Source: an optimization exercise on an open RTL-to-GDS flow (aim: small area). Production flows keep margins and buffers that such runs may drop.
RTL that was checked went through simulation tests only; none was proved equivalent to the original.
Power figures rest on the tool's default switching activity, not on a simulated workload.

east:
// rob_top
module rob_top (
  input  wire                    clk,
  input  wire                    rst,
  input  wire                    dispatch_valid,
  input  wire                    dispatch_reg_write_en,
  input  wire [5-1:0]  dispatch_reg_write_addr,
  input  wire [31:0]             dispatch_pc,
  input  wire [4-1:0]       dispatch_exc,
  output logic                   rob_full,
  output logic [3-1:0]  dispatch_tag,
  input  wire                    wb_valid,
  input  wire [3-1:0]   wb_tag,
  input  wire [32-1:0]      wb_data,
  input  wire [4-1:0]       wb_exc,
  output logic                   commit_valid,
  output logic [3-1:0]  commit_tag,
  output logic                   commit_reg_write_en,
  output logic [5-1:0] commit_reg_write_addr,
  output logic [32-1:0]     commit_data,
  output logic [31:0]            commit_pc,
  output logic [4-1:0]      commit_exc,
  output logic                   flush
);
For scale: roughly 1000 cells after synthesis, ~170 I/O pins.
==> module rob_top, before the edit <==
module rob_top (
  input  wire                    clk,
  input  wire                    rst,
  input  wire                    dispatch_valid,
  input  wire                    dispatch_reg_write_en,
  input  wire [5-1:0]  dispatch_reg_write_addr,
  input  wire [31:0]             dispatch_pc,
  input  wire [4-1:0]       dispatch_exc,
  output logic                   rob_full,
  output logic [3-1:0]  dispatch_tag,
  input  wire                    wb_valid,
  input  wire [3-1:0]   wb_tag,
  input  wire [32-1:0]      wb_data,
  input  wire [4-1:0]       wb_exc,
  output logic                   commit_valid,
  output logic [3-1:0]  commit_tag,
  output logic                   commit_reg_write_en,
  output logic [5-1:0] commit_reg_write_addr,
  output logic [32-1:0]     commit_data,
  output logic [31:0]            commit_pc,
  output logic [4-1:0]      commit_exc,
  output logic                   flush
);
  localparam int N  = 8;
  localparam int TW = 3;
  localparam int EW = (1 + 5 + 32);
  localparam int DW = 32;
  logic [TW-1:0]   cptr;      
  logic [TW-1:0]   tail;      
  logic            full;
  logic [N-1:0]    done;
  logic [N*EW-1:0] ent_q;
  logic [N*DW-1:0] data_q;
  logic [4-1:0] rcode;
  logic [TW-1:0]     rtag;
  logic              rdec;
  logic [TW-1:0] head;
  logic          empty;
  logic          retire;
  logic          alloc;
  logic          rv;
  assign head   = cptr + 1'b1;
  assign empty  = (head == tail) && !full;
  assign retire = !empty && done[head] && !flush;
  assign alloc  = dispatch_valid && !full && !flush;
  assign rv     = |rcode;
  logic [TW-1:0] wb_age;
  logic [TW-1:0] r_age;
  logic          wb_take;
  logic          al_take;
  assign wb_age  = wb_tag - head;
  assign r_age   = rtag - head;
  assign wb_take = wb_valid && (|wb_exc) && (!rv || wb_age < r_age);
  assign al_take = alloc && (|dispatch_exc) && !rv;
  always_ff @(posedge clk) begin
    if (!rst || flush) begin
      rcode <= '0;
    end else if (wb_take) begin
      rcode <= wb_exc;
    end else if (al_take) begin
      rcode <= dispatch_exc;
    end
  end
  always_ff @(posedge clk) begin
    if (wb_take) begin
      rtag <= wb_tag;
      rdec <= 1'b0;
    end else if (al_take) begin
      rtag <= tail;
      rdec <= 1'b1;
    end
  end
  always_ff @(posedge clk) begin
    if (!rst || flush) begin
      cptr <= TW'(N - 1);
      tail <= '0;
      full <= 1'b0;
    end else begin
      if (retire) cptr <= head;
      if (alloc)  tail <= tail + 1'b1;
      full <= !retire && (full || (alloc && tail == cptr));
    end
  end
  always_ff @(posedge clk) begin
    if (!rst) begin
      commit_valid <= 1'b0;
      flush        <= 1'b0;
    end else begin
      commit_valid <= retire;
      flush        <= retire && rv && (rtag == head);
    end
  end
  for (genvar i = 0; i < N; i++) begin : g_line
    logic tsel;
    logic wsel;
    assign tsel = (tail == TW'(i)) && !full;
    assign wsel = wb_valid && (wb_tag == TW'(i));
    always_ff @(posedge clk) begin
      if (tsel) ent_q[i*EW +: EW] <= {dispatch_reg_write_en, dispatch_reg_write_addr, dispatch_pc};
      if (wsel) data_q[i*DW +: DW] <= wb_data;
      if (tsel || wsel) done[i] <= wsel || (|dispatch_exc);
    end
  end
  logic [EW-1:0] c_ent;
  logic [DW-1:0] c_data;
  logic          dzero;
  assign dzero = flush && rdec;
  always_comb begin
    c_ent  = '0;
    c_data = '0;
    for (int i = 0; i < N; i++) begin
      if (cptr == TW'(i)) begin
        c_ent = c_ent | ent_q[i*EW +: EW];
        if (!dzero) c_data = c_data | data_q[i*DW +: DW];
      end
    end
  end
  assign rob_full     = full;
  assign dispatch_tag = tail;
  assign commit_tag   = cptr;
  assign {commit_reg_write_en, commit_reg_write_addr, commit_pc} = c_ent;
  assign commit_data  = c_data;
  assign commit_exc   = flush ? rcode : '0;
endmodule
Settings: LEC_CHECK=0, CAP_MARGIN=20, CORE_MARGIN=2, CORE_UTILIZATION=65, SLEW_MARGIN=20; clock period 4.0 ns.
standard.sh (not shown) runs the stock make flow with config.mk's settings and CLKGATE_MAP_FILE= SYNTH_SCRIPT=/design/flow/synth_recipe.tcl, a recipe that flattens the netlist after the stock synthesis.
==> flow/flow/run.sh <==
#!/bin/bash
# Layout of the version: the standard flow (standard.sh) with
#  - synthesis mapped by an area-oriented ABC script (flow/my_synth.tcl,
#    flow/area.abc) and without Yosys's adder extraction, so ABC maps all logic,
#  - the smallest buffer (buf_1) on every input and output port,
#  - a clock tree of clkbuf_4 buffers, at most 8 sinks each, without dummy loads.
set -euo pipefail
work=$(pwd)
export FLOW_SYNTH_TCL="$work/synth_recipe.tcl"
export ADDER_MAP_FILE=
sed "s#SYNTH_SCRIPT=[^ ]*#SYNTH_SCRIPT=$work/flow/my_synth.tcl#" standard.sh > my_standard.sh
grep -q "SYNTH_SCRIPT=$work/flow/my_synth.tcl" my_standard.sh
export BUFFER_PORTS_ARGS="-buffer_cell sky130_fd_sc_hd__buf_1"
export CTS_ARGS="-sink_clustering_enable -repair_clock_nets -dont_use_dummy_load -buf_list sky130_fd_sc_hd__clkbuf_4 -sink_clustering_size 8 -sink_clustering_max_diameter 40"
bash my_standard.sh > flow_make.log 2>&1
==> flow/flow/area.abc <==
strash
&get -n
&fraig -x
&put
scorr
dc2
dretime
strash
&get -n
&dch -f
&nf -R 1000
&put
strash
&get -n
&dch -f
&nf -R 1000
&put
==> flow/flow/my_synth.tcl <==
# The standard flow's synthesis (synth_recipe.tcl), with ABC mapping the logic with an
# area-oriented script (area.abc) instead of ORFS's speed script.
set ::area_abc_script [file normalize [file join [file dirname [info script]] area.abc]]
proc abc {args} {
  set i [lsearch -exact $args -script]
  if {$i >= 0} { lset args [expr {$i + 1}] $::area_abc_script }
  yosys abc {*}$args
}
source $::env(FLOW_SYNTH_TCL)
Input changes introduced in west (baseline for comparison: east):
diff --git a/flow/design.v b/flow/design.v
--- a/flow/design.v
+++ b/flow/design.v
@@ -30,6 +30,7 @@
   logic [TW-1:0]   tail;      
   logic            full;
   logic [N-1:0]    done;
+  logic [N-1:0]    csel;      
   logic [N*EW-1:0] ent_q;
   logic [N*DW-1:0] data_q;
   logic [4-1:0] rcode;
@@ -74,10 +75,12 @@
   always_ff @(posedge clk) begin
     if (!rst || flush) begin
       cptr <= TW'(N - 1);
+      csel <= N'(1) << (N - 1);
       tail <= '0;
       full <= 1'b0;
     end else begin
       if (retire) cptr <= head;
+      if (retire) csel <= {csel[N-2:0], csel[N-1]};
       if (alloc)  tail <= tail + 1'b1;
       full <= !retire && (full || (alloc && tail == cptr));
     end
@@ -110,7 +113,7 @@
     c_ent  = '0;
     c_data = '0;
     for (int i = 0; i < N; i++) begin
-      if (cptr == TW'(i)) begin
+      if (csel[i]) begin
         c_ent = c_ent | ent_q[i*EW +: EW];
         if (!dzero) c_data = c_data | data_q[i*DW +: DW];
       end
[summary]
In the tables for west and east, peak fanout along the critical path reads higher with west.
Delta (west minus east): worst reg2reg path depth went down; area of all placed cells without fillers did not really move; cts-stage hold buffer count has remained practically unchanged.
Against east, number of register bits inferred by synthesis in west rose slightly.
Final clock skew across west and east: no real change.
east -> west: final wirelength increased by a few percent
west: no failed stages, no open violations at the end
Global-route wire length before repair, west vs east: up by a few percent
[west] routing usage on met3 fell 1.5 points relative to east
The RTL of west was laid out without a check of its function.

== v6 ==
rob_top, a different RTL version from the one above (not shown whole).
Size: roughly 1000 cells after synthesis.
==> module rob_top, before the edit <==
module rob_top (
  input  wire                    clk,
  input  wire                    rst,
  input  wire                    dispatch_valid,
  input  wire                    dispatch_reg_write_en,
  input  wire [5-1:0]  dispatch_reg_write_addr,
  input  wire [31:0]             dispatch_pc,
  input  wire [4-1:0]       dispatch_exc,
  output logic                   rob_full,
  output logic [3-1:0]  dispatch_tag,
  input  wire                    wb_valid,
  input  wire [3-1:0]   wb_tag,
  input  wire [32-1:0]      wb_data,
  input  wire [4-1:0]       wb_exc,
  output logic                   commit_valid,
  output logic [3-1:0]  commit_tag,
  output logic                   commit_reg_write_en,
  output logic [5-1:0] commit_reg_write_addr,
  output logic [32-1:0]     commit_data,
  output logic [31:0]            commit_pc,
  output logic [4-1:0]      commit_exc,
  output logic                   flush
);
  localparam int N  = 8;
  localparam int TW = 3;
  localparam int EW = (1 + 5 + 32);
  localparam int DW = 32;
  logic [TW-1:0]   cptr;      
  logic [TW-1:0]   tail;      
  logic            full;
  logic [N-1:0]    done;
  logic [N-1:0]    csel;      
  logic [N*EW-1:0] ent_q;
  logic [N*DW-1:0] data_q;
  logic [4-1:0] rcode;
  logic [TW-1:0]     rtag;
  logic              rdec;
  logic [N-1:0]  hsel;        
  assign hsel = {csel[N-2:0], csel[N-1]};
  always_comb begin
    cptr = '0;
    for (int i = 0; i < N; i++) begin
      if (csel[i]) cptr = cptr | TW'(i);
    end
  end
  logic          empty;
  logic          retire;
  logic          alloc;
  logic          rv;
  assign empty  = hsel[tail] && !full;
  assign retire = !empty && (|(done & hsel)) && !flush;
  assign alloc  = dispatch_valid && !full && !flush;
  assign rv     = |rcode;
  logic wb_older;
  logic wb_take;
  logic al_take;
  assign wb_older = (wb_tag < rtag) ^ (wb_tag <= cptr) ^ (rtag <= cptr);
  assign wb_take  = wb_valid && (|wb_exc) && (!rv || wb_older);
  assign al_take = alloc && (|dispatch_exc) && !rv;
  always_ff @(posedge clk) begin
    if (!rst || flush) begin
      rcode <= '0;
    end else if (wb_take) begin
      rcode <= wb_exc;
    end else if (al_take) begin
      rcode <= dispatch_exc;
    end
  end
  always_ff @(posedge clk) begin
    if (wb_take) begin
      rtag <= wb_tag;
      rdec <= 1'b0;
    end else if (al_take) begin
      rtag <= tail;
      rdec <= 1'b1;
    end
  end
  always_ff @(posedge clk) begin
    if (!rst || flush) begin
      csel <= N'(1) << (N - 1);
      tail <= '0;
      full <= 1'b0;
    end else begin
      if (retire) csel <= {csel[N-2:0], csel[N-1]};
      if (alloc)  tail <= tail + 1'b1;
      full <= !retire && (full || (alloc && csel[tail]));
    end
  end
  always_ff @(posedge clk) begin
    if (!rst) begin
      commit_valid <= 1'b0;
      flush        <= 1'b0;
    end else begin
      commit_valid <= retire;
      flush        <= retire && rv && hsel[rtag];
    end
  end
  for (genvar i = 0; i < N; i++) begin : g_line
    logic tsel;
    logic wsel;
    assign tsel = (tail == TW'(i)) && !full;
    assign wsel = wb_valid && (wb_tag == TW'(i));
    always_ff @(posedge clk) begin
      if (tsel) ent_q[i*EW +: EW] <= {dispatch_reg_write_en, dispatch_reg_write_addr, dispatch_pc};
      if (wsel) data_q[i*DW +: DW] <= wb_data;
      if (tsel || wsel) done[i] <= wsel || (|dispatch_exc);
    end
  end
  logic [EW-1:0] c_ent;
  logic [DW-1:0] c_data;
  logic          dzero;
  assign dzero = flush && rdec;
  always_comb begin
    c_ent  = '0;
    c_data = '0;
    for (int i = 0; i < N; i++) begin
      if (csel[i]) begin
        c_ent = c_ent | ent_q[i*EW +: EW];
        if (!dzero) c_data = c_data | data_q[i*DW +: DW];
      end
    end
  end
  assign rob_full     = full;
  assign dispatch_tag = tail;
  assign commit_tag   = cptr;
  assign {commit_reg_write_en, commit_reg_write_addr, commit_pc} = c_ent;
  assign commit_data  = c_data;
  assign commit_exc   = flush ? rcode : '0;
endmodule
Settings: LEC_CHECK=0, CAP_MARGIN=10, CORE_MARGIN=2, CORE_UTILIZATION=65, SLEW_MARGIN=10; clock period 4.0 ns.
==> flow/flow/run.sh <==
#!/bin/bash
# Layout of the version: the standard flow (standard.sh) with
#  - synthesis mapped by an area-oriented ABC script (flow/my_synth.tcl,
#    flow/area.abc) and without Yosys's adder extraction, so ABC maps all logic,
#  - the smallest buffer (buf_1) on every input and output port,
#  - a clock tree of clkbuf_4 buffers with clkbuf_8 leaves of at most 16 sinks, without dummy loads.
set -euo pipefail
work=$(pwd)
export FLOW_SYNTH_TCL="$work/synth_recipe.tcl"
export ADDER_MAP_FILE=
sed "s#SYNTH_SCRIPT=[^ ]*#SYNTH_SCRIPT=$work/flow/my_synth.tcl#" standard.sh > my_standard.sh
grep -q "SYNTH_SCRIPT=$work/flow/my_synth.tcl" my_standard.sh
export BUFFER_PORTS_ARGS="-buffer_cell sky130_fd_sc_hd__buf_1"
export CTS_ARGS="-sink_clustering_enable -repair_clock_nets -dont_use_dummy_load -buf_list sky130_fd_sc_hd__clkbuf_4 -sink_clustering_buffer sky130_fd_sc_hd__clkbuf_8 -sink_clustering_size 16 -sink_clustering_max_diameter 50"
bash my_standard.sh > flow_make.log 2>&1
Scripts as last shown in full above: flow/flow/area.abc, flow/flow/my_synth.tcl
Changes in v7 relative to v6:
diff --git a/flow/design.v b/flow/design.v
--- a/flow/design.v
+++ b/flow/design.v
@@ -104,7 +104,7 @@
     always_ff @(posedge clk) begin
       if (tsel) ent_q[i*EW +: EW] <= {dispatch_reg_write_en, dispatch_reg_write_addr, dispatch_pc};
       if (wsel) data_q[i*DW +: DW] <= wb_data;
-      if (tsel || wsel) done[i] <= wsel || (|dispatch_exc);
+      done[i] <= tsel ? (|dispatch_exc) : (done[i] || wsel);
     end
   end
   logic [EW-1:0] c_ent;
==> comparison <==
Looking at switching power across v7 and v6, the one that comes out lower is v7. Of v7 and v6, v6 shows the higher total met2 wirelength after detailed routing, with v7 below it. Final worst clock skew across v7 and v6: no real change. Between v7 and v6, it is v7 whose number of antenna violations at the first check in global routing is higher, by 1. Between v7 and v6, the adder and majority gate portion of the synthesized area figures differ only marginally. v7 vs v6: share of the clock period used by the worst path after layout up. NOTE: detailed placement HPWL in v7 exceeds that of v6. Upper clock frequency limit sits lower in v7 than in v6. Die area shrinks slightly when moving from v6 to v7.

==> separate check: timing with driven ports <==
No port has a modelled driver above. Below, the same layouts with a new extraction and two added sets of constraints.
Step 1 (the two cells are an assumption about what drives the block):
set clk [get_ports {clk}]
set_driving_cell -lib_cell sky130_fd_sc_hd__clkbuf_16 $clk
set_driving_cell -lib_cell sky130_fd_sc_hd__buf_2 [delete_from_list [all_inputs] $clk]
Step 2 adds t to the input delays and takes it off the output delays; t is the mean of the earliest and latest rising clock arrival at the registers after step 1. Input paths then give back, and output paths get back, about the clock's delay inside the block.
Slacks: ideal ports / drivers / drivers and shift; pairs: ideal ports / drivers.
run	shift t [ns]	slack for setup (ns)	worst setup path at the end	clock arrival spread, ns
east	0.738	0.282 / 0.232 / 0.502	input to register	0.101 / 0.101
west	0.739	0.750 / 0.701 / 0.935	input to register	0.113 / 0.114
v6	0.784	0.485 / 0.438 / 0.704	input to register	0.051 / 0.051
v7	0.768	0.413 / 0.365 / 0.734	input to register	0.054 / 0.055
After both steps every run listed still meets setup and hold.
